Background: an optimization exercise with open tools, aiming at small area. Do not read the settings as production practice. No functional check of the RTL was part of this run. No activity file was given, so power comes from the tool's default toggle rates.

[flow/design.v]
package dma_pkg;
	typedef logic [31:0] addr_t;
	typedef logic [31:0] data_t;
	typedef logic [2:0] beat_t;
	typedef logic [3:0] burst_len_t;
	typedef enum logic [1:0] {
		IDLE  = 2'd0,  
		READ  = 2'd1,  
		WRITE = 2'd2,  
		DONE  = 2'd3   
	} dma_state_e;
endpackage
`timescale 1ns/1ps
module dma_top (
	input  logic                 clk,
	input  logic                 rst,
	input  logic                 cfg_en,
	input  dma_pkg::addr_t       cfg_addr,
	input  dma_pkg::data_t       cfg_data,
	input  dma_pkg::data_t       mem_rdata,
	input  logic                 mem_rvalid,
	input  logic                 mem_wvalid,
	output dma_pkg::addr_t       mem_addr,
	output logic [3:0]           mem_bweb,
	output dma_pkg::data_t       mem_wdata,
	output dma_pkg::burst_len_t  mem_burst_len,
	output logic                 mem_ceb,
	output logic                 mem_web,
	output logic                 irq
);
	logic        enable;
	logic [31:2] src;
	logic [31:2] dst;
	logic [31:0] lenr;       
	logic [31:0] off;        
	logic        st_rd, st_wr, st_done;  
	logic        pw;         
	logic [3:0]  cnt;        
	logic [1:0]  bl;         
	logic [31:0] mem [4];
	logic idle;
	assign idle = !(st_rd || st_wr || st_done);
	logic wr_ok;
	assign wr_ok = cfg_en && !(st_rd || st_wr);
	logic src_v, dst_v;
	always_ff @(posedge clk or posedge rst) begin
		if (rst) begin
			enable <= 1'b0;
			src_v  <= 1'b0;
			dst_v  <= 1'b0;
		end else if (wr_ok) begin
			if (cfg_addr == 32'h10020100)  enable <= cfg_data[0];
			if (cfg_addr == 32'h10020200) src_v  <= 1'b1;
			if (cfg_addr == 32'h10020300) dst_v  <= 1'b1;
		end
	end
	logic [31:2] src_q, dst_q;
	always_ff @(posedge clk) begin
		if (wr_ok && cfg_addr == 32'h10020200) src_q <= cfg_data[31:2];
		if (wr_ok && cfg_addr == 32'h10020300) dst_q <= cfg_data[31:2];
	end
	assign src = src_q & {30{src_v}};
	assign dst = dst_q & {30{dst_v}};
	logic [10:0] rd_lo, wr_lo;
	assign rd_lo = {1'b0, src[11:2]} + {1'b0, off[9:0]};
	assign wr_lo = {1'b0, dst[11:2]} + {1'b0, off[9:0]};
	logic [1:0] c_rem, c_rd, c_wr, c_min;
	assign c_rem = (lenr[31:2] != '0) ? 2'd3 : 2'(lenr[1:0] - 2'd1);
	assign c_rd  = (&rd_lo[9:2]) ? ~rd_lo[1:0] : 2'd3;
	assign c_wr  = (&wr_lo[9:2]) ? ~wr_lo[1:0] : 2'd3;
	assign c_min = (c_rd < c_rem) ? c_rd : c_rem;
	logic [2:0]  n;
	logic [31:0] off_nxt;
	logic        last_beat, rd_beat, wr_beat, adv, fin;
	assign n         = {1'b0, bl} + 3'd1;
	assign off_nxt   = off + 32'(adv ? n : 3'd0);  
	assign last_beat = cnt[bl];
	assign rd_beat   = st_rd && !pw && mem_rvalid;
	assign wr_beat   = st_wr && mem_wvalid;
	assign adv       = wr_beat && last_beat;
	assign fin       = (lenr == 32'(n));
	always_ff @(posedge clk or posedge rst) begin
		if (rst) begin
			st_rd   <= 1'b0;
			st_wr   <= 1'b0;
			st_done <= 1'b0;
			cnt     <= 4'b0001;
		end else begin
			if (rd_beat || wr_beat) cnt <= last_beat ? 4'b0001 : {cnt[2:0], 1'b0};
			if (idle && enable) st_rd <= 1'b1;
			else if (rd_beat && last_beat) st_rd <= 1'b0;
			else if (adv && !fin) st_rd <= 1'b1;
			if (rd_beat && last_beat) st_wr <= 1'b1;
			else if (adv) st_wr <= 1'b0;
			if (adv && fin) st_done <= 1'b1;
			else if (!enable) st_done <= 1'b0;
		end
	end
	always_ff @(posedge clk) begin
		pw <= st_wr;
		rd_c <= rd_lo[10];
		wr_c <= wr_lo[10];
		bl <= (c_wr < c_min) ? c_wr : c_min;
		off <= idle ? '0 : off_nxt;
		if (wr_ok && cfg_addr == 32'h10020400) lenr <= cfg_data;
		else lenr <= (adv && fin) ? off_nxt : lenr - 32'(adv ? n : 3'd0);
		for (int k = 0; k < 4; k++) if (rd_beat && cnt[k]) mem[k] <= mem_rdata;
	end
	logic [3:0] sel;
	assign sel = mem_wvalid ? {cnt[2:0], cnt[3]} : cnt;
	always_comb begin
		mem_wdata = '0;
		for (int k = 0; k < 4; k++) mem_wdata = mem_wdata | (mem[k] & {32{sel[k]}});
	end
	logic rd_c, wr_c;
	logic [31:12] hi;
	assign hi = (st_wr ? dst[31:12] : src[31:12]) + off[29:10] + 20'(st_wr ? wr_c : rd_c);
	assign mem_ceb       = !((st_rd && !pw) || st_wr);
	assign mem_web       = !st_wr;
	assign mem_bweb      = {4{!st_wr}};
	assign mem_addr      = {hi, st_wr ? wr_lo[9:0] : rd_lo[9:0], 2'b00};
	assign mem_burst_len = {2'b00, bl};
	assign irq           = st_done;
endmodule
[flow/flow/run.sh]
#!/bin/bash
# Standard layout with these changes:
# - synthesis maps logic with flow/abc_map.script (area-recovering ABC mapping,
#   no ABC buffering or upsizing) in place of ORFS's abc_speed.script; the rest of
#   synthesis (and so every register) is unchanged;
# - port buffers use the smallest buffer cell;
# - clock tree synthesis uses larger sink clusters and no dummy loads.
# make's full output goes to make_finish.log.
set -euo pipefail
rm -rf scripts_abc
cp -r "$FLOW_HOME/scripts" scripts_abc
cp flow/abc_map.script scripts_abc/abc_speed.script
bash standard.sh \
	"SCRIPTS_DIR=$PWD/scripts_abc" \
	"BUFFER_PORTS_ARGS=-buffer_cell sky130_fd_sc_hd__buf_1" \
	"CTS_ARGS=-sink_clustering_enable -repair_clock_nets -dont_use_dummy_load -sink_clustering_size 30 -sink_clustering_max_diameter 80 -buf_list {sky130_fd_sc_hd__clkbuf_16}" \
	finish > make_finish.log 2>&1
[flow/flow/abc_map.script]
&get -n
&st
&dch
&nf -R 1000 -p -F 8 -A 4 -a
&st
&syn2
&if -g -K 6
&synch2
&nf -R 1000 -p -F 8 -A 4 -a
&st
&syn2
&if -g -K 6
&synch2
&nf -R 1000 -p -F 8 -A 4 -a
&st
&syn2
&if -g -K 6
&synch2
&nf -R 1000 -p -F 8 -A 4 -a
&st
&syn2
&if -g -K 6
&synch2
&nf -R 1000 -p -F 8 -A 4 -a
&st
&syn2
&if -g -K 6
&synch2
&nf -R 1000 -p -F 8 -A 4 -a
&put
topo
stime -c
[flow/standard.sh]
#!/bin/bash
# synth_recipe.tcl (not shown) runs the flow's synth.tcl, then flattens the netlist and writes it again
# the make line also repeats each setting of config.mk as NAME=value (left out here)
make -C /OpenROAD-flow-scripts/flow DESIGN_CONFIG=/design/flow/config.mk WORK_HOME=/design/flow/orfs CLKGATE_MAP_FILE= SYNTH_SCRIPT=/design/flow/synth_recipe.tcl "${@:-finish}"
[flow/config.mk]
export PLATFORM = sky130hd
export DESIGN_NAME = dma_top
export DESIGN_NICKNAME = dma_top
export VERILOG_FILES = /design/flow/design.v
export SDC_FILE = /design/flow/constraint.sdc
export NUM_CORES = 4
export LEC_CHECK = 0
export CAP_MARGIN = 20
export CORE_MARGIN = 2
export CORE_UTILIZATION = 65
export SLEW_MARGIN = 20
[flow/constraint.sdc]
create_clock -name core_clock -period 7.0 [get_ports {clk}]
set_input_delay 1.4000 -clock core_clock [delete_from_list [all_inputs] [get_ports {clk}]]
set_output_delay 1.4000 -clock core_clock [all_outputs]
set_load 0.01 [all_outputs]
==> notes.md <==
-- worst max-delay path: cells and delay by family, from the launching register on --
family	cells	cell delay [ns]
buffers and inverters	2	0.45
adder cells (fa/ha/maj)	1	0.23
AND/OR/NAND/NOR	7	0.88
XOR/XNOR	1	0.13
AO/OA/AOI/OAI	12	2.31
flip-flops	1	0.57
-- kinds of logic after synthesis --
group           after synthesis  share of synthesized area [%]
xor+xnor                     88                           6.26
compound gates              229                           12.1
buf+inv                      39                           1.43
simple gates                364                           14.1
mux                          11                           1.07
other cells                   1                         0.0304
flops                       267                           59.1
fa+ha+maj                    55                           5.95
-- flip-flops by register name, indices dropped and copies added (netlist names), 2 cells and up --
name   count
mem      128
lenr      32
off       32
dst_q     30
src_q     30
cnt        4
bl         2
-- per-stage QoR --
| step | instance area [µm²] | hold WS [ns] | util (%) | total power, W | std cells |
|---|---|---|---|---|---|
| 3_5_place_dp | 13400 | 0.488 | 71.7 | 0.00176 | 1472 |
| 2_1_floorplan | 12300 | 0.456 | - | 0.00173 | 1057 |
| 4_1_cts | 13700 | 0.504 | 73.5 | 0.00256 | 1486 |
| 6_report | 13700 | 0.506 | 73.5 | 0.00254 | 1486 |
| 3_3_place_gp | 13400 | 0.481 | 71.7 | 0.00176 | 1472 |
| 5_1_grt | 13700 | 0.518 | 73.5 | 0.00261 | 1486 |
-- report_power, final --
| group | internal [W] | switching (W) | leakage [nW] |
|---|---|---|---|
| Clock | 0.000360 | 0.000456 | 0.173 |
| Combinational | 0.0000145 | 0.0000271 | 2.66 |
| Sequential | 0.00169 | 0.00000000000870 | 2.37 |
-- per-layer routing --
layer  global-route usage, %  up-vias  wire [µm]
li1                        -     4264          -
met1                    35.2     4103      11600
met2                    45.9      206      13000
met3                    2.67       39       1150
met4                    6.21        0        536
met5                       0        -          0
-- layout by cell type, fill, tap and decap left out, drive strengths merged, types with 3 or more instances in the layout --
master    n
buf     189
a22o     18
mux2i     3
a21oi    28
nor4     13
nand2   134
nand2b   18
o21a      9
or4       4
xnor2    41
dfrtp     9
or2       6
o31ai     4
nor2     78
xor2     47
a211oi    6
and2     22
a21o     14
conb      4
dfxtp    69
o21ai    75
fa        6
clkbuf   14
and3     13
nand4    11
nor3     23
a22oi    67
nor2b    18
nand3    10
mux2      7
or3       4
nor4b     4
clkinv   31
ha       49
edfxtp  188
-- path summary, 6_finish.rpt --
path	endpoint	slack (ns)
worst max-delay path	mem_addr[31]	0.56
worst min-delay path	cnt[0]	0.51
worst max register to register	bl[0]	2.40
worst min register to register	cnt[0]	0.51
max in group asynchronous	cnt[0]	5.92
min in group asynchronous	cnt[1]	0.80
-- final cells by class --
class,instances,area [µm²],share of cell area (%)
clock buffers,14,350,2.56
inverters,31,116,0.849
multi-input cells,751,4890,35.7
flip-flops and latches,267,7280,53.1
well taps,234,293,2.14
repair buffers,189,777,5.67
==> flow_results.org <==
** Run status
- Status :: finished clean

** Final layout
- For this run, the post-layout net count is roughly 1400.
- The repair_antennas step left the layout with diodes totalling 0.
- Number of fill cells in the layout :: roughly 1300
- The area growth from synthesis to layout is 11.3%.
- Fraction of final layout cells sized beyond drive strength 1 :: 3.12%

** GRT
- Maximum number of pins on one net before global-route repair :: 63
- Global router's overall resource usage :: about a quarter
- The total overflow left after global routing is 0.
- Number of antenna violations at the first check in global routing :: 0
- Global-route wire length before repair :: roughly 41000 µm
- Via count of the first global-routing pass :: between 8000 and 9000

** Floorplanning
- In this run the count of I/O pins placed on the die edge is ~180.
- The die covers around 20000 µm².
- Rows :: 50
- Initial standard-cell utilization of the core :: 66.1%
- The die is approximately 140 µm wide.
- Vertical die dimension :: between 100 and 150 µm
- The total area inside the core boundary comes to approximately 19000 µm².

** Placement
- Buffers placed on the I/O ports in this run total around 170.
- Worst setup slack after placement :: 1.13 ns
- At the end of routability-driven placement, the weighted congestion stood at about 0.9.
- HPWL after DPL :: 17700 µm

** Pwr
- VDD sags by at most roughly 190 µV.
- Total power per unit cell area :: about 190 nW/µm²
- For this design the static power due to leakage is 5.20 nW.

** Yosys
- Fraction of synthesized cell area taken by the top area cell type :: between 40% and 50%
- By area the synthesized netlist is led by sky130_fd_sc_hd__edfxtp_1 46%, sky130_fd_sc_hd__dfxtp_1 11%, sky130_fd_sc_hd__ha_1 5.0%.
- Commonest cells post-synth :: 188 x sky130_fd_sc_hd__edfxtp_1, 134 x sky130_fd_sc_hd__nand2_1, 78 x sky130_fd_sc_hd__nor2_1
- Mapped Cells :: approximately 1100
- Predominant post-synthesis flop cell :: sky130_fd_sc_hd__edfxtp_1
- Synthesis instantiated between 40 and 50 different standard cells from the library.
- For this run, the number of Yosys warnings is 2.
- Cell type contributing the most total cell area after synthesis :: sky130_fd_sc_hd__edfxtp_1
- After synthesis the cells add up to around 12000 µm².
- In this run, synthesis inferred ~190 flip-flops with an integrated enable.
- After synthesis the netlist holds a flip-flop and latch count of around 270.
- Share of synthesized registers carrying an async set or reset :: approximately 3.7%
- Syn Area/Cell :: about 12 µm²
- Most repeated cell in the gate-level netlist after synthesis :: sky130_fd_sc_hd__edfxtp_1
- Sequential share of the synthesized area :: approximately 60%

** Worst setup path
- Among all stages on the critical path, the largest delay is contributed by sky130_fd_sc_hd__dfrtp_1.
- R2r worst-path depth :: 20
- Worst reg2reg path startpoint :: src_v
- Critical path startpoint category :: register
- The cell that appears most often on the critical path is sky130_fd_sc_hd__o21ai_0.
- Endpoint class of the critical path :: primary output
- Walking the worst path, the cells encountered are nor2b_1, buf_4, a22o_1, ha_1, nor2b_1, o21ai_0, a21boi_0, o21ai_0, nand2b_1, a211oi_1, o31ai_1, and2_0, nand2_1, a31oi_1, a21o_1, a21oi_1, nor2_1, o21a_1, o21ai_0, nand2b_1, a21oi_1, xnor2_1, buf_1.
- Required time of the worst setup path :: ~5.6 ns
- By startpoint and endpoint, the worst setup path is classified as register to primary output.
- CP max stage delay :: between 0.5 and 0.6 ns
- Worst Setup SP :: src_v
- Data arrival time of the critical path :: slightly above 5 ns
- Of all nets on the critical path, the largest fanout is 20.

** Timing
- Transition time of the tightest slew-check pin :: ~0.61 ns
- For the final routed database, the setup TNS stands at 0 ns.
- Setup violations remaining at the end of the flow were counted as 0.
- Slack of the critical path :: between 0.5 and 0.6 ns
- After layout, the worst path uses between 90% and 100% of the clock period.
- Worst-case headroom to the max-slew limit :: between 50% and 60%
- For the final database, setup skew stands at around 0.042 ns.
- The count of final max-slew check failures came to 0.
- Max Clock Freq :: between 150 and 200 MHz
- The clock period could shrink to approximately 6.4 ns.
- Final hold violations :: 0
- Unrepaired setup endpoints after global routing :: false

** Run
- Max Cap Violations :: 0

** Drt
- Detailed-router iteration count before antenna repair :: 5
- ANT nets after route :: 0
- For this run, design rule violations remaining after detail routing come to 0.
- Dividing the detail-routed wire length by the instance count gives 17.7 µm.
- Summing over every cut layer, the via total after detailed routing is about 8600.
- Average via count per standard cell :: 5.80
- Iteration-0 DRC count of the detailed router :: 500
- Wirelength, routed :: about 26000 µm

** Min path
- Path category of the worst min-delay check :: register to register
- Along the worst hold path, the cell count comes to 2.
- The worst hold path begins at cnt[0].

** Clocking
- Clock tree synthesis found a total of 267 sinks.
- Hold-fix buffer count after cts :: 0
- Once the clock tree was built, the setup fixing pass inserted 0 buffers.
- Root Driver :: sky130_fd_sc_hd__clkbuf_16
- In this run the number of H-tree levels came out at 1.
- The longest clock path from root to sink contains 3 buffers.
- TritonCTS clock tree :: done
- Latest clock arrival within the worst-skew pair :: 0.49 ns
- The number of clock buffers added by TritonCTS is 14.
- Number of resized instances in the post-cts repair step :: 0
- Clock-pin slew of the registers on the worst-case setup and hold paths :: 0.10 ns

==> static timing again, ports no longer ideal <==
No port has a modelled driver above. Below, the same layout with a new extraction and two added sets of constraints. Step 1 sets driving cells, clkbuf_16 on the clock port and buf_2 on the other inputs (assumed; they add their load-dependent delay and slew). Step 2, shift: input delay + t, output delay - t, t = (earliest + latest rising clock arrival at the registers) / 2. This alone moves slack from input paths to output paths. Three values: no drivers, after step 1, after step 2; two values: the first two.
shift t [ns]: 0.514
slack for setup (ns): 0.559 / 0.516 / 1.031
worst setup path at the end: register to output
clock arrival spread, ns: 0.042 / 0.043
After both steps this run still meets setup and hold. For this run, drivers alone change the setup slack by -0.043 ns; drivers and shift together by +0.472 ns.
